What follows belongs to an exercise in optimizing a design on an open flow for small area; a production flow would make more cautious choices.
The RTL was checked by simulation tests, not by an equivalence proof against the original design.
Power figures rest on the tool's default switching activity, not on a simulated workload.

`flow/design.v`:
```
module fp_writeback_ctrl #(
  parameter int FPRegWidth   = 43,
  parameter int RegAddrWidth = 5,
  parameter int AddSubLat    = 8,
  parameter int MulLat       = 6,
  parameter int DivLat       = 20,
  parameter int SqrtLat      = 20,
  parameter int WbDepth      = 16
) (
  input  logic                      clock,
  input  logic                      nReset,
  input  logic                      AddSubIssue,
  input  logic                      MulIssue,
  input  logic                      DivIssue,
  input  logic                      SqrtIssue,
  input  logic                      AbsOpp1Issue,
  input  logic                      AbsOpp2Issue,
  input  logic [RegAddrWidth-1:0]   AddSubDst,
  input  logic [RegAddrWidth-1:0]   MulDst,
  input  logic [RegAddrWidth-1:0]   DivDst,
  input  logic [RegAddrWidth-1:0]   SqrtDst,
  input  logic [RegAddrWidth-1:0]   AbsOpp1Dst,
  input  logic [RegAddrWidth-1:0]   AbsOpp2Dst,
  input  logic [FPRegWidth-1:0]     AddSubOut,
  input  logic [FPRegWidth-1:0]     MulOut,
  input  logic [FPRegWidth-1:0]     DivOut,
  input  logic [FPRegWidth-1:0]     SqrtOut,
  input  logic [FPRegWidth-1:0]     AbsOpp1Out,
  input  logic [FPRegWidth-1:0]     AbsOpp2Out,
  output logic                      IssueStall,
  output logic                      RegWrEn,
  output logic [RegAddrWidth-1:0]   RegWrAddr,
  output logic [FPRegWidth-1:0]     RegWrData,
  output logic [2**RegAddrWidth-1:0] Pending,
  output logic                      ProtoErr
);
  localparam int NumRegs = 2**RegAddrWidth;
  localparam int NumSrc  = 6;
  localparam int NumBank = 6;
  localparam int NumRow  = 2;
  localparam int CntW    = $clog2(WbDepth) + 1;
  localparam int EntryW  = RegAddrWidth + FPRegWidth;
  logic [NumSrc-1:0]       issueReq, issueAcc;
  logic [RegAddrWidth-1:0] issueDst [NumSrc];
  logic [NumSrc-1:0]       compValid;
  logic [EntryW-1:0]       compEntry [NumSrc];
  assign issueReq = {SqrtIssue, DivIssue, MulIssue, AddSubIssue, AbsOpp2Issue, AbsOpp1Issue};
  assign issueAcc = IssueStall ? '0 : issueReq;
  always_comb begin
    issueDst[0] = AbsOpp1Dst;
    issueDst[1] = AbsOpp2Dst;
    issueDst[2] = AddSubDst;
    issueDst[3] = MulDst;
    issueDst[4] = DivDst;
    issueDst[5] = SqrtDst;
  end
  logic [AddSubLat-1:0]    asV;
  logic [MulLat-1:0]       muV;
  logic [DivLat-1:0]       dvV;
  logic [SqrtLat-1:0]      sqV;
  logic [RegAddrWidth-1:0] asD [AddSubLat];
  logic [RegAddrWidth-1:0] muD [MulLat];
  logic [RegAddrWidth-1:0] dvD [DivLat];
  logic [RegAddrWidth-1:0] sqD [SqrtLat];
  always_ff @(posedge clock or negedge nReset) begin
    if (!nReset) begin
      asV <= '0;
      muV <= '0;
      dvV <= '0;
      sqV <= '0;
    end else begin
      asV <= {asV[AddSubLat-2:0], issueAcc[2]};
      muV <= {muV[MulLat-2:0],    issueAcc[3]};
      dvV <= {dvV[DivLat-2:0],    issueAcc[4]};
      sqV <= {sqV[SqrtLat-2:0],   issueAcc[5]};
    end
  end
  always_ff @(posedge clock) begin
    asD[0] <= AddSubDst;
    muD[0] <= MulDst;
    dvD[0] <= DivDst;
    sqD[0] <= SqrtDst;
    for (int i = 1; i < AddSubLat; i++) asD[i] <= asD[i-1];
    for (int i = 1; i < MulLat; i++)    muD[i] <= muD[i-1];
    for (int i = 1; i < DivLat; i++)    dvD[i] <= dvD[i-1];
    for (int i = 1; i < SqrtLat; i++)   sqD[i] <= sqD[i-1];
  end
  assign compValid    = {sqV[SqrtLat-1], dvV[DivLat-1], muV[MulLat-1], asV[AddSubLat-1],
                         issueAcc[1], issueAcc[0]};
  assign compEntry[0] = {AbsOpp1Dst, AbsOpp1Out};
  assign compEntry[1] = {AbsOpp2Dst, AbsOpp2Out};
  assign compEntry[2] = {asD[AddSubLat-1], AddSubOut};
  assign compEntry[3] = {muD[MulLat-1], MulOut};
  assign compEntry[4] = {dvD[DivLat-1], DivOut};
  assign compEntry[5] = {sqD[SqrtLat-1], SqrtOut};
  logic [NumBank-1:0] wrBank, rdBank;
  logic               wrRow, rdRow;
  logic               nonEmpty, pop;
  logic [NumBank-1:0] srcBank [NumSrc+1];
  logic [NumSrc-1:0]  bankSel [NumBank];
  logic [NumBank-1:0] bankWe, bankBelow;
  always_comb begin
    srcBank[0] = wrBank;
    for (int i = 0; i < NumSrc; i++)
      srcBank[i+1] = compValid[i] ? {srcBank[i][NumBank-2:0], srcBank[i][NumBank-1]}
                                  : srcBank[i];
    for (int b = 0; b < NumBank; b++) begin
      for (int i = 0; i < NumSrc; i++) bankSel[b][i] = compValid[i] & srcBank[i][b];
      bankWe[b] = |bankSel[b];
    end
    bankBelow[NumBank-1] = 1'b0;
    for (int b = NumBank-2; b >= 0; b--) bankBelow[b] = bankBelow[b+1] | wrBank[b+1];
  end
  logic [EntryW-1:0] bankData [NumBank];
  logic [EntryW-1:0] mem [NumBank][NumRow];
  always_comb begin
    for (int b = 0; b < NumBank; b++) begin
      bankData[b] = '0;
      for (int i = 0; i < NumSrc; i++)
        bankData[b] = bankData[b] | ({EntryW{bankSel[b][i]}} & compEntry[i]);
    end
  end
  always_ff @(posedge clock) begin
    for (int b = 0; b < NumBank; b++)
      for (int r = 0; r < NumRow; r++)
        if (bankWe[b] && ((wrRow ^ bankBelow[b]) == r[0])) mem[b][r] <= bankData[b];
  end
  assign nonEmpty = (rdBank != wrBank) || (rdRow != wrRow);
  assign pop      = nonEmpty;
  logic [EntryW-1:0] head;
  always_comb begin
    head = '0;
    for (int b = 0; b < NumBank; b++)
      for (int r = 0; r < NumRow; r++)
        head = head | ({EntryW{nonEmpty & rdBank[b] & (rdRow == r[0])}} & mem[b][r]);
  end
  assign RegWrEn   = nonEmpty;
  assign RegWrAddr = head[EntryW-1:FPRegWidth];
  assign RegWrData = head[FPRegWidth-1:0];
  logic [CntW-1:0] outstanding, numIssue;
  always_comb begin
    numIssue = '0;
    for (int i = 0; i < NumSrc; i++) numIssue = numIssue + CntW'(issueAcc[i]);
  end
  assign IssueStall = (outstanding > CntW'(WbDepth - NumSrc));
  logic [NumRegs-1:0] setMask [NumSrc];
  logic [NumRegs-1:0] setAny, clrMask, multi, pendingNext;
  logic               protoHit;
  always_comb begin
    for (int i = 0; i < NumSrc; i++)
      for (int r = 0; r < NumRegs; r++)
        setMask[i][r] = issueAcc[i] && (issueDst[i] == RegAddrWidth'(r));
    setAny = '0;
    multi  = '0;
    for (int i = 0; i < NumSrc; i++) begin
      multi  = multi | (setAny & setMask[i]);
      setAny = setAny | setMask[i];
    end
    for (int r = 0; r < NumRegs; r++)
      clrMask[r] = pop && (RegWrAddr == RegAddrWidth'(r));
    pendingNext = (Pending & ~clrMask) | setAny;
    protoHit    = (|issueReq & IssueStall) | (|(Pending & setAny)) | (|multi);
  end
  always_ff @(posedge clock or negedge nReset) begin
    if (!nReset) begin
      wrBank      <= NumBank'(1);
      rdBank      <= NumBank'(1);
      wrRow       <= 1'b0;
      rdRow       <= 1'b0;
      outstanding <= '0;
      Pending     <= '0;
      ProtoErr    <= 1'b0;
    end else begin
      wrBank      <= srcBank[NumSrc];
      wrRow       <= wrRow ^ bankWe[NumBank-1];
      if (pop) begin
        rdBank <= {rdBank[NumBank-2:0], rdBank[NumBank-1]};
        rdRow  <= rdRow ^ rdBank[NumBank-1];
      end
      outstanding <= outstanding + numIssue - CntW'(pop);
      Pending     <= pendingNext;
      if (protoHit) ProtoErr <= 1'b1;
    end
  end
endmodule
```
`flow/run.sh`:
```
#!/bin/bash
# synth_recipe.tcl (not shown) runs the flow's synth.tcl, then flattens the netlist and writes it again
# the make line also repeats each setting of config.mk as NAME=value (left out here)
make -C /OpenROAD-flow-scripts/flow DESIGN_CONFIG=/design/flow/config.mk WORK_HOME=/design/flow/orfs CLKGATE_MAP_FILE= SYNTH_SCRIPT=/design/flow/synth_recipe.tcl finish
```
`flow/config.mk`:
```
export PLATFORM = sky130hd
export DESIGN_NAME = fp_writeback_ctrl
export DESIGN_NICKNAME = fp_writeback_ctrl
export VERILOG_FILES = /design/flow/design.v
export SDC_FILE = /design/flow/constraint.sdc
export NUM_CORES = 4
export LEC_CHECK = 0
export CAP_MARGIN = 20
export CORE_MARGIN = 2
export CORE_UTILIZATION = 40
export SLEW_MARGIN = 20
```
`flow/constraint.sdc`:
```
create_clock -name core_clock -period 6.0 [get_ports {clock}]
set_input_delay 1.2000 -clock core_clock [delete_from_list [all_inputs] [get_ports {clock}]]
set_output_delay 1.2000 -clock core_clock [all_outputs]
set_load 0.01 [all_outputs]
```
==> results of run 1 <==
Yosys cell counts (all sizes together), types with 8 or more instances:
cell | n | share of area, %
xnor2 | 17 | 0.34
o21ai | 76 | 0.88
a211oi | 19 | 0.35
edfxtp | 576 | 40
nand2 | 668 | 5.8
a221oi | 15 | 0.30
ha | 15 | 0.43
o31ai | 8 | 0.14
nand2b | 29 | 0.42
a31oi | 9 | 0.13
o211a | 9 | 0.21
a211o | 32 | 0.65
nand4b | 12 | 0.24
nor2 | 93 | 0.81
nor4 | 17 | 0.25
or3 | 10 | 0.14
nor2b | 24 | 0.35
dfrtp | 104 | 6.0
and4 | 9 | 0.18
and2 | 21 | 0.30
a21o | 10 | 0.17
o22a | 12 | 0.24
dfxtp | 270 | 12
or4 | 10 | 0.18
nand3 | 39 | 0.45
a22oi | 128 | 2.2
clkbuf | 272 | 2.4
buf | 80 | 0.98
a21oi | 62 | 0.75
o2111ai | 22 | 0.44
nand4bb | 8 | 0.21
mux2i | 17 | 0.39
o211ai | 18 | 0.31
a222oi | 350 | 8.1
nor3 | 33 | 0.39
nand4 | 55 | 0.79
o22ai | 50 | 0.76
a22o | 44 | 0.89
o21a | 11 | 0.19
a221o | 292 | 6.7
inv | 50 | 0.43
and3 | 24 | 0.35
nand3b | 8 | 0.17
final cells by class:
type                    instances  area [µm²]
multi-input cells            2376       16600
well taps                    1403        1760
clock inverters                49         503
inverters                      51         191
fillers                      9525       55200
diodes                          4        10.0
clock buffers                 139        2760
repair buffers                514        4970
flip-flops and latches        952       25400
cell families (layout without fill, tap and decap cells):
group	count (synthesis)	after routing	synth area share, %
XOR/XNOR	20	20	0.404
flip-flops	952	952	58.5
AO/OA/AOI/OAI	1219	1219	24.5
buffers and inverters	403	753	3.78
other	0	4	0
AND/OR/NAND/NOR	1096	1096	11.7
adder cells (fa/ha/maj)	19	19	0.617
multiplexers	22	22	0.522
power breakdown:
| group | switching [mW] | internal (mW) |
|---|---|---|
| logic | 8.50 | 3.58 |
| registers | 0.912 | 11.4 |
| clock network | 2.67 | 3.53 |
| total | 12.1 | 18.5 |
flip-flops by register name (all words and copies together), names as in the netlist:
register     cells
Pending         32
ProtoErr         1
asD             40
asV              8
dvD            100
dvV             20
mem            576
muD             30
muV              6
outstanding      5
rdBank           6
rdRow            1
sqD            100
sqV             20
wrBank           6
wrRow            1
per-layer routing:
metal,global-route usage [%],wire (µm),vias up,part of all wire [%]
li1,-,-,15800,-
met1,43.1,69800,18900,36
met2,52.1,85200,3701,44
met3,9.73,27800,861,14
met4,15.8,11600,28,6.0
met5,0.174,162,-,0.083
worst paths after layout:
check                                       to  depth (start not counted)            from  slack, ps
max in group asynchronous            rdBank[1]                          2          nReset       4290
worst min register to register       sqD[9][1]                          0       sqD[8][1]        320
worst max-delay path              RegWrAddr[4]                          8           wrRow        180
worst max register to register  outstanding[4]                         14  outstanding[2]       1480
min in group asynchronous          Pending[16]                          1          nReset        580
worst min-delay path                 sqD[9][1]                          0       sqD[8][1]        320
==> results_dict.tcl, run 1 <==
set metrics [dict create \
    status "timing/DRC/antenna clean" \
    p_leak_nw 19.4 \
    yosys_most_used_dff "edfxtp_1" \
    drt_pass1_iterations 14 \
    endpoint_kind "output pin" \
    clkLatencyLatePin_ps 720 \
    cts_tree "built" \
    p_per_area_nw_per_um2 585 \
    synth_seq_cells 952 \
    slew_violations 0 \
    yosysUniqueCellTypes 94 \
    gp_congestion 0.983 \
    route.detailed.wl_per_inst_um 35.5 \
    synthArstFlopShare_pct 11.1 \
    path_class "flip-flop to output pin" \
    setup_violations 0 \
    postCtsSetupRepairBufs 0 \
    stdcell_count 5488 \
    antenna_found_initial 19 \
    required_ps 4800 \
    finalHoldViolations 0 \
    ir_drop_v 0.000763 \
    total_power_mw 30.6 \
    area_growth_pct 20.3 \
    grt_max_degree 60 \
    tightest_slew_ps 1150 \
    fin_area_um2 52200 \
    h-tree-depth 3 \
    cp_slowest_cell "and3_2" \
    synth_edf_count 576 \
    start_util_pct 40.4 \
    period_share_pct 97.0 \
    die_width_um 333 \
    avgViaCountPerCell 7.17 \
    dp_slack_ps 386 \
    setup-tns-final_ps 0 \
    chipHeight_um 333 \
    grt-ovfl-total 0 \
    wl_um 195000 \
    rows 120 \
    critPathTopFamily "buffers and inverters" \
    ant_nets 0 \
    synth-seq-area-share_pct 58.5 \
    clk_pin_slew_ps 70 \
    top_level_ports 379 \
    grt_use_total_pct 33.5 \
    fin_nets 4309 \
    clock_sinks 952 \
    coreArea_um2 107000 \
    cts_root_buf "clkbuf_16" \
    arrival_ps 4620 \
    period_needed_ps 5820 \
    slew_headroom_pct 23.0 \
    via_count 39300 \
    crit_chain "xnor2_1 -> nand3_1 -> nor2_2 -> inv_2 -> and3_2 -> buf_4 -> a221o_1 -> clkdlybuf4s50_1" \
    critPathMaxStageDelay_ps 980 \
    syn-instance-count 3731 \
    die_area_um2 111000 \
    synth_area_um2 43400 \
    rsz0062_at_grt "no" \
    drive_gt1_share_pct 9.34 \
    cts_resized 0 \
    first_iter_violations 8966 \
    drc 0 \
    io_buffers 378 \
    grt_pass1_vias 37500 \
    hpwl_um 120000 \
    synth_warnings 12 \
    hold_class "flip-flop to flip-flop" \
    postPlaceCellArea_um2 48900 \
    synth.avg_cell_area_um2 11.6 \
    cts_hold_buf 0 \
    crit_path_max_fanout 30 \
    cts_buffers 99 \
    critPathLaunchType "flip-flop" \
    fin_util_pct 48.6 \
    grt_pass1_wl_um 272000 \
    final_common_cell "nand2_1" \
    setup_slack_ps 180 \
    mostFrequentLayoutCells "nand2_1 (668), edfxtp_1 (576), clkdlybuf4s50_1 (377)" \
    fmax_ghz 0.172 \
    skew_ps 48.0 \
    cts_buffer_depth 3 \
    critPathBufInv 3 \
    synth_nets 4046 \
    hold_ws_ps 319 \
    drv_cap 0 \
    placed_cells 5296 \
]
==> run 2, diff against run 1 <==
--- a/flow/design.v
+++ b/flow/design.v
@@ -55,4 +55,7 @@
     issueDst[5] = SqrtDst;
   end
+  localparam int MaxLat = (DivLat > SqrtLat) ? DivLat : SqrtLat;
+  localparam int AgeW   = $clog2(MaxLat + 1);
+  logic [AgeW-1:0]         age;
   logic [AddSubLat-1:0]    asV;
   logic [MulLat-1:0]       muV;
@@ -64,17 +67,12 @@
   logic [RegAddrWidth-1:0] sqD [SqrtLat];
   always_ff @(posedge clock or negedge nReset) begin
-    if (!nReset) begin
-      asV <= '0;
-      muV <= '0;
-      dvV <= '0;
-      sqV <= '0;
-    end else begin
-      asV <= {asV[AddSubLat-2:0], issueAcc[2]};
-      muV <= {muV[MulLat-2:0],    issueAcc[3]};
-      dvV <= {dvV[DivLat-2:0],    issueAcc[4]};
-      sqV <= {sqV[SqrtLat-2:0],   issueAcc[5]};
-    end
+    if (!nReset)                     age <= '0;
+    else if (age != AgeW'(MaxLat))   age <= age + AgeW'(1);
   end
   always_ff @(posedge clock) begin
+    asV <= {asV[AddSubLat-2:0], issueAcc[2]};
+    muV <= {muV[MulLat-2:0],    issueAcc[3]};
+    dvV <= {dvV[DivLat-2:0],    issueAcc[4]};
+    sqV <= {sqV[SqrtLat-2:0],   issueAcc[5]};
     asD[0] <= AddSubDst;
     muD[0] <= MulDst;
@@ -86,5 +84,8 @@
     for (int i = 1; i < SqrtLat; i++)   sqD[i] <= sqD[i-1];
   end
-  assign compValid    = {sqV[SqrtLat-1], dvV[DivLat-1], muV[MulLat-1], asV[AddSubLat-1],
+  assign compValid    = {sqV[SqrtLat-1] & (age >= AgeW'(SqrtLat)),
+                         dvV[DivLat-1] & (age >= AgeW'(DivLat)),
+                         muV[MulLat-1] & (age >= AgeW'(MulLat)),
+                         asV[AddSubLat-1] & (age >= AgeW'(AddSubLat)),
                          issueAcc[1], issueAcc[0]};
   assign compEntry[0] = {AbsOpp1Dst, AbsOpp1Out};
==> flow/flow/run.sh (new file) <==
#!/bin/bash
# Standard ORFS layout (the standard.sh, standard synthesis unchanged) with:
#  - plain buf_1 cells as the port buffers instead of ORFS's default pick;
#  - CTS without dummy loads, using the buffer list below.
set -euo pipefail
export BUFFER_PORTS_ARGS="-buffer_cell sky130_fd_sc_hd__buf_1"
export CTS_ARGS="-sink_clustering_enable -repair_clock_nets -dont_use_dummy_load -buf_list sky130_fd_sc_hd__clkbuf_8"
bash standard.sh finish > flow_make.log 2>&1
==> flow/standard.sh (new file) <==
#!/bin/bash
# synth_recipe.tcl (not shown) runs the flow's synth.tcl, then flattens the netlist and writes it again
# the make line also repeats each setting of config.mk as NAME=value (left out here)
make -C /OpenROAD-flow-scripts/flow DESIGN_CONFIG=/design/flow/config.mk WORK_HOME=/design/flow/orfs CLKGATE_MAP_FILE= SYNTH_SCRIPT=/design/flow/synth_recipe.tcl "${@:-finish}"
--- a/flow/config.mk
+++ b/flow/config.mk
@@ -8,4 +8,4 @@
 export CAP_MARGIN = 20
 export CORE_MARGIN = 2
-export CORE_UTILIZATION = 40
+export CORE_UTILIZATION = 45
 export SLEW_MARGIN = 20
removed: flow/run.sh
==> results_dict.tcl, run 2 <==
set metrics [dict create \
    status "timing/DRC/antenna clean" \
    synthMostInstantiatedCell "nand2_1" \
    p_clk_share_pct 16.0 \
    rsz0062_at_grt "no" \
    rows 113 \
    chipHeight_um 314 \
    postPlaceCellArea_um2 46600 \
    synth_warnings 12 \
    tightest_slew_ps 1250 \
    synth_top_area_share_pct 40.1 \
    clock_sinks 957 \
    final_common_cell "nand2_1" \
    mostFrequentLayoutCells "nand2_1 (722), edfxtp_1 (576), buf_1 (377)" \
    clkLatencyLatePin_ps 830 \
    hold_class "flip-flop to flip-flop" \
    wl_um 195000 \
    die_area_um2 98500 \
    start_util_pct 45.5 \
    fin_area_um2 48800 \
    largest-register "mem" \
    via_count 39600 \
    grt_pass1_vias 37800 \
    fin_util_pct 51.3 \
    drt_pass1_iterations 17 \
    ant_nets 0 \
    syn-instance-count 3749 \
    grt_pass1_wl_um 271000 \
    path_class "flip-flop to output pin" \
    yosys.area.top_type "edfxtp_1" \
    crit_path_max_fanout 34 \
    pwr-share-comb_pct 41.2 \
    cts_buffers 157 \
    io_buffers 378 \
    first_iter_violations 8844 \
    yosysUniqueCellTypes 90 \
    switching_power_mw 11.8 \
    synth_area_um2 43200 \
    hold_start "sqV[2]" \
    clk_pin_slew_ps 60 \
    cts_resized 0 \
    synth_nets 4066 \
    grt-ovfl-total 0 \
    slew_violations 0 \
    coreArea_um2 95000 \
    cts_tree "built" \
    h-tree-depth 4 \
    seq_power_share_pct 42.8 \
    largest_reg_flops 576 \
    arrival_ps 4490 \
    finalHoldViolations 0 \
    drive_gt1_share_pct 9.12 \
    drv_cap 0 \
    min_path_cells 0 \
    drc 0 \
    netlist_top_cells_count "nand2_1 (722), edfxtp_1 (576), dfxtp_1 (324)" \
    required_ps 4800 \
    setup_violations 0 \
    reg2reg_slack_ps 1100 \
    synthArstFlopShare_pct 5.96 \
    critPathLaunchType "flip-flop" \
    r2r_start "outstanding[4]" \
    cts_root_buf "clkbuf_8" \
    setup-tns-final_ps 0 \
    synth-seq-area-share_pct 58.4 \
    slew_headroom_pct 16.8 \
    holdPathEnd "sqV[3]" \
    period_share_pct 94.8 \
    p_leak_nw 17.7 \
    setup_slack_ps 313 \
    reg2reg_depth 12 \
    fmax_ghz 0.176 \
    synth_area_leaders "edfxtp_1 (40%), dfxtp_1 (15%), a222oi_1 (6.8%)" \
    antenna_found_initial 17 \
    r2r_end "mem[1][47]" \
    synth_seq_cells 957 \
    grt_use_total_pct 38.2 \
    grt_max_degree 58 \
    gp_congestion 1.02 \
    cts_hold_buf 0 \
    period_needed_ps 5690 \
    skew_ps 94.2 \
    reg.largest.list "mem x576, dvD x100, sqD x100" \
    p_sw_share_pct 40.9 \
    top_level_ports 379 \
    multiInputGateArea_um2 17100 \
    dp_slack_ps 752 \
    fillers 8521 \
    synth.avg_cell_area_um2 11.5 \
    p_int_mw 17.0 \
    endpoint_kind "output pin" \
    cts_buffer_depth 3 \
    fin_nets 4408 \
    die_width_um 314 \
    area_growth_pct 13.0 \
    synth_edf_count 576 \
    p_per_area_nw_per_um2 590 \
    yosys_most_used_dff "edfxtp_1" \
    ir_drop_v 0.000563 \
    seq_area_um2 25200 \
    postCtsSetupRepairBufs 0 \
    hpwl_um 114000 \
    route.detailed.wl_per_inst_um 36.4 \
    avgViaCountPerCell 7.37 \
]
## run 2: power by group through the flow
stage	clock, mW	combinational (mW)	sequential (mW)
after floorplan	0	6.17	12.2
after detailed placement	0	11.3	12.4
after global placement	0	11.2	12.4
after CTS	4.67	11.3	12.3
after global routing	4.92	12.1	12.5
final	4.61	11.9	12.3
## run 2: metal layers
layer / up-vias / track usage [%] / share of wire (%)
met5: - / 0 / 0.037
met4: 12 / 22.2 / 6.7
met3: 899 / 12.9 / 15
met2: 3856 / 58.3 / 44
met1: 18900 / 47.4 / 34
li1: 15900 / - / -
## run 2: worst max path at each step
stage / from / endpoint / slack [ps] / depth (start not counted)
4_1_cts: wrBank[3] / RegWrData[13] / 410 / 10
3_5_place_dp: AbsOpp1Issue / mem[10][6] / 750 / 12
2_1_floorplan: AbsOpp1Issue / mem[9][0] / 4 / 12
3_3_place_gp: AbsOpp1Issue / mem[10][34] / 830 / 12
6_report: wrBank[3] / RegWrData[13] / 310 / 10
5_1_grt: wrBank[3] / RegWrData[13] / 260 / 10
## run 2: cells by family after synthesis
logic type,after synthesis,share of synthesized area (%)
AOI/OAI and AO/OA,1218,24.8
xor gates and xnor gates,24,0.487
adders and majority gates,21,0.678
buffers and inverters,358,3.25
DFF,957,58.4
muxes,8,0.188
and+or+nand+nor,1163,12.2
## run 2: final cells by class
type                            count  share of cell area (%)
Antenna cell                       12                  0.0616
Clock buffer                      157                    4.43
Inverter                           39                   0.300
Multi-Input combinational cell   2434                    35.0
Sequential cell                   957                    51.7
Tap cell                         1265                    3.24
Timing Repair Buffer              502                    5.28
## run 2: worst max-delay path, stage by stage (launching register included)
cell and delay, ps:
dfrtp_1 610, xor2_1 290, nor4_4 70, buf_4 200, a211oi_4 880, buf_4 770
a22o_1 230, a221oi_1 40, and3_1 260, nand3_1 140, buf_1 200
## run 2: metrics by stage
step                      hold WS, ps  power (mW)  instances
after global routing              277        29.5       5362
after CTS                         268        28.3       5354
after floorplan                   310        18.4       3749
after global placement            310        23.5       5197
after detailed placement          312        23.7       5197
final                             266        28.8       5366
==> run 3, diff against run 2 <==
--- a/flow/flow/run.sh
+++ b/flow/flow/run.sh
@@ -5,4 +5,4 @@
 set -euo pipefail
 export BUFFER_PORTS_ARGS="-buffer_cell sky130_fd_sc_hd__buf_1"
-export CTS_ARGS="-sink_clustering_enable -repair_clock_nets -dont_use_dummy_load -buf_list sky130_fd_sc_hd__clkbuf_8"
+export CTS_ARGS="-sink_clustering_enable -repair_clock_nets -dont_use_dummy_load -buf_list sky130_fd_sc_hd__clkbuf_4"
 bash standard.sh finish > flow_make.log 2>&1
--- a/flow/config.mk
+++ b/flow/config.mk
@@ -6,6 +6,6 @@
 export NUM_CORES = 4
 export LEC_CHECK = 0
-export CAP_MARGIN = 20
+export CAP_MARGIN = 10
 export CORE_MARGIN = 2
 export CORE_UTILIZATION = 45
-export SLEW_MARGIN = 20
+export SLEW_MARGIN = 10
==> results_dict.tcl, run 3 <==
set metrics [dict create \
    status "timing/DRC/antenna clean" \
    die_width_um 314 \
    grt-ovfl-total 0 \
    synth_top_area_share_pct 40.1 \
    chipHeight_um 314 \
    synth_area_leaders "edfxtp_1 (40%), dfxtp_1 (15%), a222oi_1 (6.8%)" \
    crit_path_max_fanout 34 \
    grt_max_degree 58 \
    rsz0062_at_grt "no" \
    placed_cells 5197 \
    critPathLaunchType "flip-flop" \
    synth_edf_count 576 \
    tightest_slew_ps 1230 \
    endpoint_kind "output pin" \
    drt_pass1_iterations 17 \
    cts_buffer_depth 3 \
    netlist_top_cells_count "nand2_1 (722), edfxtp_1 (576), dfxtp_1 (324)" \
    skew_ps 143 \
    top_level_ports 379 \
    yosys_most_used_dff "edfxtp_1" \
    synth_seq_cells 957 \
    drc 0 \
    slew_violations 0 \
    coreArea_um2 95000 \
    p_per_area_nw_per_um2 582 \
    fillers 8650 \
    setup-tns-final_ps 0 \
    drive_gt1_share_pct 10.8 \
    synth_nets 4066 \
    synthMostInstantiatedCell "nand2_1" \
    critPathBufInv 4 \
    arrival_ps 4600 \
    seq_area_um2 25200 \
    finalHoldViolations 0 \
    final_common_cell "nand2_1" \
    setup_violations 0 \
    grt_pass1_wl_um 271000 \
    fin_nets 4487 \
    fmax_ghz 0.173 \
    area_growth_pct 12.1 \
    antenna_found_initial 16 \
    cts_buffers 234 \
    route.detailed.wl_per_inst_um 35.7 \
    io_buffers 378 \
    largest-register "mem" \
    synth-seq-area-share_pct 58.4 \
    start_util_pct 45.5 \
    synth_area_um2 43200 \
    gp_congestion 1.02 \
    die_area_um2 98500 \
    hold_class "flip-flop to flip-flop" \
    critPathMaxStageDelay_ps 1020 \
    cts_root_buf "clkbuf_4" \
    period_share_pct 96.6 \
    fin_util_pct 50.9 \
    ant_nets 0 \
    first_iter_violations 9258 \
    cts_hold_buf 0 \
    clkLatencyLatePin_ps 1160 \
    slew_headroom_pct 17.5 \
    stdcell_count 5447 \
    cp_slowest_cell "a211oi_4" \
    hpwl_um 114000 \
    mostFrequentLayoutCells "nand2_1 (722), edfxtp_1 (576), buf_1 (377)" \
    h-tree-depth 4 \
    grt_use_total_pct 38.3 \
    wl_um 194000 \
    crit_chain "xor2_1 -> nor4_4 -> buf_4 -> buf_4 -> a211oi_4 -> buf_12 -> a221oi_1 -> and3_1 -> nand3_1 -> buf_1" \
    clk_pin_slew_ps 60 \
    required_ps 4800 \
    yosysUniqueCellTypes 90 \
    crit_top_cell "buf_4" \
    synthArstFlopShare_pct 5.96 \
    synth_warnings 12 \
    grt_pass1_vias 38400 \
    period_needed_ps 5800 \
    multiInputGateArea_um2 17100 \
    reg.largest.list "mem x576, dvD x100, sqD x100" \
    drv_cap 0 \
    ir_drop_v 0.000569 \
    synth.avg_cell_area_um2 11.5 \
    critPathTopFamily "compound AO/OA/AOI/OAI gates" \
    clock_sinks 957 \
    avgViaCountPerCell 7.32 \
    largest_reg_flops 576 \
    yosys.area.top_type "edfxtp_1" \
    via_count 39900 \
    rows 113 \
    p_leak_nw 17.7 \
    cts_tree "built" \
    path_class "flip-flop to output pin" \
    syn-instance-count 3749 \
]
## run 3: cell counts after synthesis
No cell type changed its count.
## run 3: power breakdown
part	switching [mW]	internal, mW	leakage [nW]	total, mW
registers	0.891	11.4	8.84	12.3
clock network	2.28	1.75	1.08	4.02
logic	8.54	3.31	7.75	11.8
## run 3: cells by family after synthesis
family	share of synthesized area, %
and+or+nand+nor	12.2
DFF	58.4
AOI/OAI and AO/OA	24.8
xor gates and xnor gates	0.487
buffers and inverters	3.25
muxes	0.188
adders and majority gates	0.678
## run 3: per-layer routing
layer / up-vias / GRT usage, % / part of all wire, %
met4: 16 / 22.6 / 6.6
met5: - / 0 / 0.053
li1: 16200 / - / -
met1: 19100 / 47.3 / 35
met3: 896 / 13.2 / 15
met2: 3732 / 58.1 / 44
## run 3: worst paths after layout
kind                           startpoint  slack [ps]  cells after the start       endpoint
max in group asynchronous          nReset        5080                      2     Pending[9]
max reg2reg                outstanding[4]        1070                     12     mem[1][34]
min reg2reg                        sqV[2]         220                      0         sqV[3]
min                                sqV[2]         220                      0         sqV[3]
min in group asynchronous          nReset         280                      2      rdBank[2]
max                             wrBank[3]         200                     10  RegWrData[30]
## run 3: through the flow
step	hold WS [ps]	power, mW	instance area (µm²)	setup slack [ps]
floorplan	310	18.4	43200	4.46
global placement	310	23.5	46600	832
detailed placement	312	23.7	46600	752
CTS	206	27.7	48300	70.6
global route	220	28.9	48400	12.1
finish	224	28.2	48400	204
## run 3: layout make-up
class	instances	share of cell area [%]
repair buffers	504	5.35
well taps	1265	3.27
multi-input cells	2434	35.3
clock buffers	234	3.63
diodes	14	0.0724
inverters	39	0.302
flip-flops and latches	957	52.1
## run 3: worst reg2reg max path, stage by stage (launching register included)
cell,delay [ps]
dfrtp_1,510
inv_1,200
ha_1,190
nor2b_1,440
a211o_1,540
a22oi_1,200
a21oi_1,480
mux2i_1,210
a221oi_1,680
nor2_4,40
nor3_1,540
nor2b_4,330
buf_12,300
## run 3: repair_timing
item / CTS / global route
hold endpoints to repair: 0 / 0
setup buffers: 0 / 2
endpoints found under the setup margin: 0 / 5
gates resized for setup: 0 / 1
==> run 4, diff against run 3 <==
--- a/flow/design.v
+++ b/flow/design.v
@@ -145,21 +145,24 @@
   end
   assign IssueStall = (outstanding > CntW'(WbDepth - NumSrc));
-  logic [NumRegs-1:0] setMask [NumSrc];
-  logic [NumRegs-1:0] setAny, clrMask, multi, pendingNext;
-  logic               protoHit;
+  logic [3:0]         preLo [NumSrc];
+  logic [7:0]         preHi [NumSrc];
+  logic [NumRegs-1:0] setAny, clrMask, pendingNext;
+  logic               protoHit, multi;
   always_comb begin
+    for (int i = 0; i < NumSrc; i++) begin
+      for (int v = 0; v < 4; v++) preLo[i][v] = issueAcc[i] && (issueDst[i][1:0] == 2'(v));
+      for (int v = 0; v < 8; v++) preHi[i][v] = (issueDst[i][4:2] == 3'(v));
+    end
+    for (int r = 0; r < NumRegs; r++) begin
+      setAny[r] = 1'b0;
+      for (int i = 0; i < NumSrc; i++) setAny[r] = setAny[r] | (preLo[i][r%4] & preHi[i][r/4]);
+      clrMask[r] = pop && (RegWrAddr == RegAddrWidth'(r));
+    end
+    multi = 1'b0;
     for (int i = 0; i < NumSrc; i++)
-      for (int r = 0; r < NumRegs; r++)
-        setMask[i][r] = issueAcc[i] && (issueDst[i] == RegAddrWidth'(r));
-    setAny = '0;
-    multi  = '0;
-    for (int i = 0; i < NumSrc; i++) begin
-      multi  = multi | (setAny & setMask[i]);
-      setAny = setAny | setMask[i];
-    end
-    for (int r = 0; r < NumRegs; r++)
-      clrMask[r] = pop && (RegWrAddr == RegAddrWidth'(r));
+      for (int j = 0; j < i; j++)
+        multi = multi | ((|(preLo[i] & preLo[j])) & (|(preHi[i] & preHi[j])));
     pendingNext = (Pending & ~clrMask) | setAny;
-    protoHit    = (|issueReq & IssueStall) | (|(Pending & setAny)) | (|multi);
+    protoHit    = (|issueReq & IssueStall) | (|(Pending & setAny)) | multi;
   end
   always_ff @(posedge clock or negedge nReset) begin
==> flow/flow/run.sh (replaced) <==
#!/bin/bash
# ORFS layout of the design with:
#  - synthesis: the standard flow's synthesis script (synth_recipe.tcl, through standard.sh) with an
#    area-oriented ABC script (flow/abc_area.script) in place of ORFS's abc_speed.script;
#    flip-flop mapping and everything else in synthesis is unchanged;
#  - floorplan: no early timing repair (REMOVE_ABC_BUFFERS=1); timing is repaired after CTS;
#  - plain buf_1 cells as the port buffers instead of ORFS's default pick;
#  - CTS without dummy loads, from clkbuf_4 cells, at most 7 flip-flops per leaf buffer.
# Each step's full output is in the ORFS logs under orfs/logs, and make's in flow_*.log here.
set -euo pipefail
here=$PWD
rm -rf "$here/scripts_area"
cp -r "$FLOW_HOME/scripts" "$here/scripts_area"
cp "$here/flow/abc_area.script" "$here/scripts_area/abc_speed.script"
SCRIPTS_DIR="$here/scripts_area" bash standard.sh synth > flow_synth.log 2>&1
export REMOVE_ABC_BUFFERS=1
export BUFFER_PORTS_ARGS="-buffer_cell sky130_fd_sc_hd__buf_1"
export CTS_ARGS="-sink_clustering_enable -repair_clock_nets -dont_use_dummy_load -buf_list sky130_fd_sc_hd__clkbuf_4 -sink_clustering_size 7 -sink_clustering_max_diameter 60"
bash standard.sh finish > flow_make.log 2>&1
==> flow/flow/abc_area.script (new file) <==
strash
&get -n
&st
&dch -f
&nf -R 1000
&put
mfs2
strash
&get -n
&dch -f
&nf -R 1000
&put
mfs2
strash
&get -n
&dch -f
&nf -R 1000
&put
--- a/flow/config.mk
+++ b/flow/config.mk
@@ -7,5 +7,8 @@
 export LEC_CHECK = 0
 export CAP_MARGIN = 10
+export CELL_PAD_IN_SITES_DETAIL_PLACEMENT = 1
+export CELL_PAD_IN_SITES_GLOBAL_PLACEMENT = 1
 export CORE_MARGIN = 2
-export CORE_UTILIZATION = 45
+export CORE_UTILIZATION = 35
+export PLACE_DENSITY = 0.5
 export SLEW_MARGIN = 10
==> results_dict.tcl, run 4 <==
set metrics [dict create \
    synth.avg_cell_area_um2 12.9 \
    hold_ws_ps 287 \
    cts_buffer_depth 3 \
    status "timing/DRC/antenna clean" \
    period_needed_ps 5860 \
    rows 122 \
    setup_violations 0 \
    yosys.area.top_type "edfxtp_1" \
    mostFrequentLayoutCells "edfxtp_1 (576), a222oi_1 (557), nand2_1 (460)" \
    grt_pass1_vias 38100 \
    crit_chain "xor2_1 -> nor4_1 -> nand4_1 -> buf_4 -> buf_4 -> nand2_1 -> nor2_4 -> buf_12 -> a222oi_1 -> nand3_1 -> a21oi_1 -> nand3_1 -> buf_1" \
    synth_area_leaders "edfxtp_1 (44%), dfxtp_1 (17%), a222oi_1 (14%)" \
    synth_xor_xnor_area_share_pct 0.448 \
    p_per_area_nw_per_um2 266 \
    drv_cap 0 \
    top_level_ports 379 \
    ir_drop_v 0.000201 \
    syn-instance-count 3040 \
    fin_area_um2 44900 \
    synth_mux_area_share_pct 0.173 \
    synth-simple-area-share_pct 10.6 \
    synth_edf_count 576 \
    final_common_cell "edfxtp_1" \
    tightest_slew_ps 1190 \
    fillers 11800 \
    yosys.area_share.adder_pct 0.717 \
    synth_warnings 13 \
    hold_class "flip-flop to flip-flop" \
    reg.largest.list "mem x576, dvD x100, sqD x100" \
    critPathLaunchType "flip-flop" \
    die_area_um2 114000 \
    synth_top_family_by_area "compound AO/OA/AOI/OAI gates" \
    synth_compound_area_share_pct 23.2 \
    total_power_mw 11.9 \
    yosysUniqueCellTypes 40 \
    first_iter_violations 7721 \
    setup-tns-final_ps 0 \
    cts_root_buf "clkbuf_4" \
    hold_start "asD[6][1]" \
    drt_pass1_iterations 14 \
    synth_area_um2 39100 \
    grt-ovfl-total 0 \
    crit_path_max_fanout 37 \
    slew_headroom_pct 20.6 \
    antenna_found_initial 23 \
    required_ps 4800 \
    endpoint_kind "output pin" \
    skew_ps 96.0 \
    postPlaceCellArea_um2 43600 \
    grt_use_total_pct 33.9 \
    critPathLaunch "wrBank[4]" \
    wl_um 201000 \
    drc 0 \
    fin_nets 4003 \
    cts_buffers 162 \
    finalHoldViolations 0 \
    drive_gt1_share_pct 9.12 \
    cts_tree "built" \
    arrival_ps 4660 \
    route.detailed.wl_per_inst_um 38.8 \
    chipHeight_um 338 \
    synth-seq-area-share_pct 64.5 \
    slew_violations 0 \
    netlist_top_cells_count "edfxtp_1 (576), a222oi_1 (557), nand2_1 (460)" \
    path_class "flip-flop to output pin" \
    fmax_ghz 0.171 \
    largest_reg_flops 576 \
    synth_top_area_share_pct 44.2 \
    avgViaCountPerCell 7.12 \
    via_count 36900 \
    synthMostInstantiatedCell "edfxtp_1" \
    coreArea_um2 111000 \
    clkLatencyLatePin_ps 1090 \
    area_growth_pct 14.9 \
    synthArstFlopShare_pct 5.96 \
    hpwl_um 118000 \
    grt_max_degree 58 \
    gp_congestion 0.969 \
    cp_slowest_cell "dfrtp_1" \
    io_buffers 378 \
    clk_pin_slew_ps 70 \
    grt_pass1_wl_um 281000 \
    ant_nets 0 \
    p_leak_nw 14.2 \
    period_share_pct 97.7 \
    clock_sinks 957 \
    h-tree-depth 4 \
    yosys_most_used_dff "edfxtp_1" \
    synth_seq_cells 957 \
    die_width_um 338 \
    largest-register "mem" \
    r2r_start "outstanding[2]" \
    start_util_pct 35.3 \
    critPathMaxStageDelay_ps 520 \
    rsz0062_at_grt "no" \
]
-- run 4: cell types whose count changed after synthesis, sizes merged, moves of 131 or more --
cell / delta
a221o: -281
a222oi: +265
clkbuf: -268
nand2: -263
nand3: +131
o22ai: +157
-- run 4: power breakdown --
group	leakage [nW]	internal (mW)	switching (mW)	total, mW
Sequential	7.30	7.17	0.107	7.28
Combinational	6.18	0.346	0.848	1.19
Clock	0.745	1.23	2.24	3.47
-- run 4: per-layer routing --
metal | track usage [%] | routed length [µm]
met2 | 54.3 | 92900
met1 | 42.0 | 74400
met5 | 0 | 167
met3 | 10.1 | 24600
met4 | 15.5 | 8890
-- run 4: through the flow --
stage / instances / worst slack, ps / utilization (%)
2_1_floorplan: 3040 / -6550 / -
3_3_place_gp: 5005 / 438 / 39.4
3_5_place_dp: 5005 / 332 / 39.4
4_1_cts: 5169 / 48.5 / 40.5
5_1_grt: 5177 / 14.9 / 40.6
6_report: 5179 / 140 / 40.6
-- run 4: path summary, 6_finish.rpt --
| kind | slack, ps | to | cells after the start |
|---|---|---|---|
| worst min-delay path | 290 | asD[7][1] | 0 |
| worst max register to register | 670 | mem[8][4] | 17 |
| min in group asynchronous | 320 | age[3] | 2 |
| worst max-delay path | 140 | RegWrAddr[3] | 13 |
| max in group asynchronous | 5020 | Pending[2] | 2 |
| worst min register to register | 290 | asD[7][1] | 0 |
-- run 4: repair_timing --
item                       4_1_cts  5_1_grt
buffers inserted                 2        4
hold buffers                     0        0
pin swaps                        1        2
gates resized for setup          2        6
setup endpoints to repair       46       11
cloned                           0        0
-- run 4: logic make-up (layout without fill, tap and decap cells) --
| logic type | Yosys count | after routing |
|---|---|---|
| mux | 6 | 6 |
| buf+inv | 38 | 683 |
| fa+ha+maj | 20 | 20 |
| compound gates | 1071 | 1071 |
| xor+xnor | 20 | 20 |
| flops | 957 | 957 |
| simple gates | 928 | 928 |
| other cells | 0 | 6 |
-- run 4: area by class of cell --
| cell class | instances | area (µm²) | share of cell area [%] |
|---|---|---|---|
| inverter | 38 | 146 | 0.326 |
| multi-input combinational | 2045 | 14100 | 31.5 |
| antenna | 6 | 15.0 | 0.0334 |
| timing repair buffer | 483 | 2350 | 5.23 |
| tap | 1488 | 1860 | 4.14 |
| sequential | 957 | 25200 | 56.1 |
| clock buffer | 162 | 1220 | 2.71 |
-- run 4: worst max-delay path, delay by kind of cell (launching register included) --
family / cells / cell delay [ps]
AND/OR/NAND/NOR: 6 / 1310
buffers and inverters: 4 / 860
AO/OA/AOI/OAI: 2 / 630
flip-flops: 1 / 520
XOR/XNOR: 1 / 200
==> run 5, diff against run 4 <==
--- a/flow/config.mk
+++ b/flow/config.mk
@@ -10,5 +10,4 @@
 export CELL_PAD_IN_SITES_GLOBAL_PLACEMENT = 1
 export CORE_MARGIN = 2
-export CORE_UTILIZATION = 35
-export PLACE_DENSITY = 0.5
+export CORE_UTILIZATION = 45
 export SLEW_MARGIN = 10
==> results_dict.tcl, run 5 <==
set metrics [dict create \
    synth.avg_cell_area_um2 12.9 \
    tightest_slew_ps 1240 \
    min_path_cells 0 \
    h-tree-depth 4 \
    avgViaCountPerCell 7.71 \
    path_class "flip-flop to output pin" \
    p_leak_nw 14.1 \
    slew_violations 0 \
    ir_drop_v 0.000270 \
    largest_reg_flops 576 \
    p_per_area_nw_per_um2 269 \
    drive_gt1_share_pct 8.52 \
    period_needed_ps 5850 \
    antenna_found_initial 24 \
    setup_slack_ps 153 \
    cts_buffer_depth 3 \
    reg2reg_slack_ps 260 \
    critPathBufInv 3 \
    synthMostInstantiatedCell "edfxtp_1" \
    coreArea_um2 86500 \
    top_level_ports 379 \
    synth-seq-area-share_pct 64.5 \
    finalHoldViolations 0 \
    yosys.area.top_type "edfxtp_1" \
    wl_um 186000 \
    netlist_top_cells_count "edfxtp_1 (576), a222oi_1 (557), nand2_1 (460)" \
    final_common_cell "edfxtp_1" \
    hold_ws_ps 282 \
    r2r_end "mem[6][1]" \
    placed_cells 4658 \
    cts_tree "built" \
    drv_cap 0 \
    route.detailed.wl_per_inst_um 38.5 \
    drt_pass1_iterations 15 \
    via_count 37200 \
    grt-ovfl-total 0 \
    holdPathEnd "dvD[18][3]" \
    mostFrequentLayoutCells "edfxtp_1 (576), a222oi_1 (557), nand2_1 (460)" \
    r2r_start "outstanding[1]" \
    clock_sinks 957 \
    setup-tns-final_ps 0 \
    drc 0 \
    grt_max_degree 58 \
    fin_nets 3982 \
    die_width_um 299 \
    synth_area_leaders "edfxtp_1 (44%), dfxtp_1 (17%), a222oi_1 (14%)" \
    synth_top_area_share_pct 44.2 \
    rsz0062_at_grt "no" \
    hold_class "flip-flop to flip-flop" \
    yosysUniqueCellTypes 40 \
    gp_congestion 0.993 \
    grt_pass1_wl_um 265000 \
    synthArstFlopShare_pct 5.96 \
    reg.largest.list "mem x576, dvD x100, sqD x100" \
    status "timing/DRC/antenna clean" \
    crit_chain "xor2_1 -> nor4_1 -> nand4_1 -> buf_4 -> nand2_1 -> nor2_4 -> buf_4 -> a22oi_1 -> and4_1 -> nand2_1 -> buf_1" \
    cts_buffers 158 \
    start_util_pct 45.2 \
    arrival_ps 4650 \
    period_share_pct 97.5 \
    critPathTopFamily "simple AND/OR/NAND/NOR gates" \
    stdcell_count 4831 \
    grt_pass1_vias 38200 \
    chipHeight_um 299 \
    skew_ps 113 \
    reg2reg_depth 16 \
    synth_area_um2 39100 \
    setup_violations 0 \
    synth_seq_cells 957 \
    slew_headroom_pct 17.2 \
    grt_use_total_pct 40.7 \
    endpoint_kind "output pin" \
    cp_slowest_cell "nor2_4" \
    largest-register "mem" \
    rows 108 \
    cts_root_buf "clkbuf_4" \
    yosys_most_used_dff "edfxtp_1" \
    critPathLaunchType "flip-flop" \
    clkLatencyLatePin_ps 1100 \
    synth_warnings 13 \
    first_iter_violations 9023 \
    crit_path_max_fanout 28 \
    clk_pin_slew_ps 100 \
    dp_slack_ps 340 \
    area_growth_pct 13.2 \
    die_area_um2 89200 \
    syn-instance-count 3040 \
    critPathMaxStageDelay_ps 670 \
    io_buffers 378 \
    fmax_ghz 0.171 \
    hpwl_um 109000 \
    required_ps 4800 \
    ant_nets 0 \
    hold_start "dvD[17][3]" \
    synth_edf_count 576 \
]
[run 5: worst max path at each step]
stage / start / to / cells past startpoint
floorplan: outstanding[1] / mem[3][0] / 16
global placement: AbsOpp2Issue / mem[4][37] / 14
detailed placement: outstanding[1] / mem[4][9] / 17
CTS: rdRow / RegWrAddr[0] / 11
global route: outstanding[2] / mem[4][1] / 17
finish: rdRow / RegWrAddr[0] / 11
[run 5: repair_timing]
action / 4_1_cts / 5_1_grt
resized for setup: 4 / 2
endpoints found under the setup margin: 48 / 4
endpoints found under the hold margin: 0 / 0
gates cloned: 0 / 0
buffers inserted: 3 / 0
pin swaps: 1 / 2
hold buffers: 0 / 0
[run 5: cells by family after synthesis]
| logic type | count (synthesis) | synth area share (%) |
|---|---|---|
| adders and majority gates | 20 | 0.717 |
| DFF | 957 | 64.5 |
| muxes | 6 | 0.173 |
| and+or+nand+nor | 928 | 10.6 |
| buffers and inverters | 38 | 0.365 |
| xor gates and xnor gates | 20 | 0.448 |
| AOI/OAI and AO/OA | 1071 | 23.2 |
[run 5: stage by stage]
step                power (mW)  instance area [µm²]  util [%]
floorplan                 7.95                39100         -
global placement          8.53                43000      49.7
detailed placement        8.62                43000      49.7
CTS                       11.9                44200      51.1
global route              12.3                44300      51.2
finish                    11.9                44300      51.2
[run 5: where the power goes]
group | switching [mW] | total, mW | internal, mW
clock | 2.20 | 3.40 | 1.21
sequential | 0.114 | 7.29 | 7.17
combinational | 0.850 | 1.20 | 0.349
total | 3.16 | 11.9 | 8.73
[run 5: worst reg2reg max path, delay by kind of cell (launching register included)]
| family | cells | cell delay, ps |
|---|---|---|
| compound gates | 3 | 870 |
| flops | 1 | 430 |
| fa+ha+maj | 1 | 170 |
| buf+inv | 5 | 2140 |
| simple gates | 7 | 1700 |
[run 5: routing by layer]
layer	GRT usage, %	wire, µm
met3	12.7	26500
met1	50.2	63300
met5	0	127
met2	63.2	83200
met4	23.7	12800
[run 5: area by class of cell]
type / count / area [µm²]
Tap cell: 1155 / 1450
Timing Repair Buffer: 466 / 2120
Clock buffer: 158 / 1190
Fill cell: 9073 / 42200
Multi-Input combinational cell: 2045 / 14100
Sequential cell: 957 / 25200
Inverter: 38 / 144
Antenna cell: 12 / 30.0

-- re-timing with driven ports --
The results above use ideal ports. As a check the final layouts listed here were re-extracted and re-timed, cells and wires unchanged.
Step 1 sets driving cells, clkbuf_16 on the clock port and buf_2 on the other inputs (assumed; they add their load-dependent delay and slew).
Step 2 adds t to the input delays and takes it off the output delays; t is the mean of the earliest and latest rising clock arrival at the registers after step 1. Input paths then give back, and output paths get back, about the clock's delay inside the block.
Slacks: ideal / step 1 / step 2; pairs: ideal / step 1.
run | t, ns | setup WS [ns] | hold WS [ns] | cell pins on the clock port's net
run 1 | 0.766 | 0.180 / 0.110 / 0.213 | 0.319 / 0.319 / 0.319 | 1
run 2 | 0.849 | 0.313 / 0.245 / 0.457 | 0.266 / 0.266 / 0.266 | 1
run 3 | 1.162 | 0.204 / 0.137 / 0.479 | 0.224 / 0.224 / 0.224 | 1
run 4 | 1.110 | 0.140 / 0.069 / 0.265 | 0.287 / 0.270 / 0.287 | 1
run 5 | 1.109 | 0.153 / 0.081 / 0.260 | 0.282 / 0.252 / 0.282 | 1
After both steps every run listed still meets setup and hold.
